Background: an optimization exercise with open tools, aiming at small area, a short achievable clock period and few clock cycles per item. Do not read the settings as production practice. Where RTL was checked, it was by simulation tests only, not by an equivalence proof against the original.

==> 03-17: inputs <==
## cct_two_channel_led_mixer_unit
module cct_two_channel_led_mixer_unit #(
    parameter int FRAC_BITS = 16
) (
    input  logic                                i_clk,
    input  logic                                i_rst_n,
    input  logic                                i_cfg_we,
    input  logic [cmx_pkg::CFG_IDX_W-1:0]       i_cfg_idx,
    input  logic [cmx_pkg::CFG_W-1:0]           i_cfg_data,
    input  logic                                i_in_valid,
    output logic                                o_in_ready,
    input  logic                                i_in_light_on,
    input  logic [FRAC_BITS:0]                  i_in_level,
    input  logic [cmx_pkg::KELVIN_W-1:0]        i_in_color_temp,
    output logic                                o_out_valid,
    input  logic                                i_out_ready,
    output logic [cmx_pkg::DUTY_W-1:0]          o_out_warm_duty,
    output logic [cmx_pkg::DUTY_W-1:0]          o_out_cold_duty,
    output logic                                o_out_level_rejected
);
export LEC_CHECK = 0
export ABC_CLOCK_PERIOD_IN_PS = 3500
export CAP_MARGIN = 20
export CORE_MARGIN = 2
export CORE_UTILIZATION = 40
export SETUP_SLACK_MARGIN = 4.5
export SLEW_MARGIN = 20
create_clock -name core_clock -period 8.0 [get_ports {i_clk}]
run.sh (not shown) runs the stock make flow with config.mk's settings and CLKGATE_MAP_FILE= SYNTH_SCRIPT=/design/flow/synth_recipe.tcl, a recipe that flattens the netlist after the stock synthesis.
==> 07-15: changes against 03-17 <==
- ABC_CLOCK_PERIOD_IN_PS: 3500 -> not set
- SETUP_SLACK_MARGIN: 4.5 -> not set
==> flow_summary.ini <==
[cells_and_area]
final_util = 0.504
nonClockBufferCount = 1174
num-multi-input-gates = 8121

[sta]
fin_skew_ns = 0.0496

[outcome]
outcome = complete, no violations

[worst_setup_path]
crit_arrival_ns = 6.56
worstPathMaxFanout = 4
worstSetupStartpoint = r0_lv[11]

[clock_tree]
postCtsSetupRepairBufs = 707

[routing]
wl_met2_microns = 168000

[global_route]
grt_pass1_vias = 93700
antenna_found_initial = 15
grtUsageMet2 = 0.340
The numbers above come from 03-17.

==> flow_summary.ini <==
[outcome]
outcome = complete, no violations

[routing]
wl_met2_microns = 138000

[cells_and_area]
num-multi-input-gates = 8119
final_util = 0.441

[global_route]
grt_pass1_vias = 86200
antenna_found_initial = 10

[worst_setup_path]
crit_arrival_ns = 7.47
worstPathMaxFanout = 13

[sta]
fin_skew_ns = 0.0503

[clock_tree]
postCtsSetupRepairBufs = 0
The numbers above come from 07-15.

No run of this note included a check of the RTL's function; only the layout flow was run.


==> 03-13 <==
Another version of the RTL of cct_two_channel_led_mixer_unit (not shown whole).
==> module cmx_mulbcs, before the edit <==
module cmx_mulbcs #(
    parameter int AW = 16,
    parameter int W  = 32
) (
    input  logic [AW-1:0] i_a,
    input  logic [26:0]   i_b,
    output logic [W-1:0]  o_s,
    output logic [W-1:0]  o_c
);
    logic [8:0][W-1:0] rows;
    for (genvar i = 0; i < 9; i++) begin : g_row
        logic          one, two, neg;
        logic [AW:0]   m;
        logic [W-1:0]  mz, v, nb;
        assign one = i_b[3*i+2];
        assign two = i_b[3*i+1];
        assign neg = i_b[3*i];
        assign m   = one ? {1'b0, i_a} : (two ? {i_a, 1'b0} : '0);
        assign mz  = {{(W-AW-1){1'b0}}, m};
        assign v   = neg ? ~mz : mz;
        if (i == 0) begin : g_first
            assign rows[i] = v;
        end else begin : g_next
            assign nb      = {{(W-1){1'b0}}, i_b[3*(i-1)]};
            assign rows[i] = (v << (2 * i)) | (nb << (2 * (i - 1)));
        end
    end
    cmx_csa #(.NR(9), .W(W)) u_csa (.i_rows(rows), .o_s(o_s), .o_c(o_c));
endmodule
export LEC_CHECK = 0
export CAP_MARGIN = 20
export CORE_MARGIN = 2
export CORE_UTILIZATION = 40
export SETUP_SLACK_MARGIN = 4.0
export SLEW_MARGIN = 20
create_clock -name core_clock -period 8.0 [get_ports {i_clk}]
==> inputs of 11-15, as changes to 03-13 <==
--- a/flow/design.v
+++ b/flow/design.v
@@ -389,7 +389,18 @@
 );
+    localparam int T0 = AW + 1;
+    function automatic logic [W-1:0] cneg();
+        logic [W-1:0] c;
+        c = '0;
+        for (int i = 0; i < 9; i++) begin
+            if (2 * i + AW + 1 < W) c = c - (W'(1) << (2 * i + AW + 1));
+        end
+        cneg = c;
+    endfunction
+    localparam logic [W-1:0]    CN  = cneg();
+    localparam logic [W-T0-1:0] CH0 = CN[W-1:T0];
+    localparam logic [W-T0-1:0] CH1 = CN[W-1:T0] + 1'b1;
     logic [8:0][W-1:0] rows;
     for (genvar i = 0; i < 9; i++) begin : g_row
-        logic          one, two, neg;
-        logic [AW:0]   m;
-        logic [W-1:0]  mz, v, nb;
+        logic        one, two, neg;
+        logic [AW:0] m, v;
         assign one = i_b[3*i+2];
@@ -398,9 +409,10 @@
         assign m   = one ? {1'b0, i_a} : (two ? {i_a, 1'b0} : '0);
-        assign mz  = {{(W-AW-1){1'b0}}, m};
-        assign v   = neg ? ~mz : mz;
+        assign v   = neg ? ~m : m;
         if (i == 0) begin : g_first
-            assign rows[i] = v;
+            assign rows[i] = {neg ? CH0 : CH1, v};
         end else begin : g_next
+            logic [W-1:0] rv, nb;
+            assign rv      = {{(W-AW-2){1'b0}}, !neg, v};
             assign nb      = {{(W-1){1'b0}}, i_b[3*(i-1)]};
-            assign rows[i] = (v << (2 * i)) | (nb << (2 * (i - 1)));
+            assign rows[i] = (rv << (2 * i)) | (nb << (2 * (i - 1)));
         end
Settings changed: CORE_UTILIZATION 40 to 65, CTS_BUF_LIST from default to sky130_fd_sc_hd__clkbuf_8, PLACE_DENSITY from default to 0.75.
==> impl_metrics.env <==
export IMPL_outcome="no timing/DRC/antenna violations"
export IMPL_met1_length_mm=124.9
export IMPL_timing_hold_ws_ps=340.4
export IMPL_synth_compound_area_share_pct=9.875
export IMPL_die_x_um=457.2
export IMPL_min_to="r_pb[3]"
export IMPL_routedWlPerCell_um=21.78
export IMPL_globalplace_congestion=0.9581
export IMPL_critPathMaxFanout=9
export IMPL_dpl_worst_slack_ps=3049
export IMPL_reg2reg_slack_ps=4040
export IMPL_path_cells="ha_4 > inv_1 > fa_2 > or3_4 > nor3_2 > a21oi_1 > xnor2_1 > a21oi_2 > buf_12 > inv_1 > o211ai_1 > buf_4 > buf_6 > a21oi_1 > fa_1"
export IMPL_routed_wl_mm=319.5
export IMPL_antenna_cells=4
export IMPL_slowest_delay_ps=490
export IMPL_final_net_count=13767
The numbers above come from 11-15.

==> impl_metrics.env <==
export IMPL_min_to="r_cb[2]"
export IMPL_reg2reg_slack_ps=4070
export IMPL_final_net_count=13678
export IMPL_path_cells="nor2b_2 > a22oi_1 > xnor2_1 > fa_1 > inv_1 > fa_1 > inv_1 > fa_1 > inv_1 > fa_1"
export IMPL_outcome="no timing/DRC/antenna violations"
export IMPL_dpl_worst_slack_ps=3216
export IMPL_critPathMaxFanout=10
export IMPL_routed_wl_mm=322.1
export IMPL_met1_length_mm=138.4
export IMPL_timing_hold_ws_ps=387.6
export IMPL_die_x_um=585.8
export IMPL_fin_setup_tns_ps=0
export IMPL_globalplace_congestion=0.8660
export IMPL_synth_compound_area_share_pct=9.562
export IMPL_slowest_stage="nor2b_2"
export IMPL_antenna_cells=2
The numbers above come from 03-13.

Testbench counts of 03-13, summed over its fixed seeds: cycles 2,536, items 2,400.
Testbench counts of 11-15, summed over its fixed seeds: cycles 2,536, items 2,400.

## afterwards: timing with drivers on the ports
Ports are ideal in the flow. The routed layouts listed here were re-timed in OpenROAD. Step 1 assumes that a clkbuf_16 drives the clock port and a buf_2 every other input. Step 2 moves the port delays by t, midway between the first and last clock arrival at a register: inputs arrive t later, outputs are due t later. That takes back most of the time a late clock gives input paths. Slacks: no drivers / after step 1 / after step 2; pairs: no drivers / after step 1.
| run | shift t [ns] | setup slack, ns | worst setup path at the end | worst register clock-pin slew, ns | worst data-port slew with drivers (ns) |
|---|---|---|---|---|---|
| 03-17 | 1.008 | 2.133 / 2.133 / 2.133 | register to register | 0.07 / 0.07 | 0.05 |
| 07-15 | 0.994 | 1.220 / 1.220 / 1.220 | register to register | 0.07 / 0.07 | 0.05 |
| 03-13 | 0.970 | 4.068 / 4.068 / 4.068 | register to register | 0.07 / 0.07 | 0.06 |
| 11-15 | 1.127 | 4.038 / 4.038 / 4.005 | input to register | 0.07 / 0.07 | 0.04 |
After both steps setup and hold are still met in every run listed. For 11-15, which loses most, drivers alone change the setup slack by 0.000 ns; drivers and shift together by -0.033 ns.
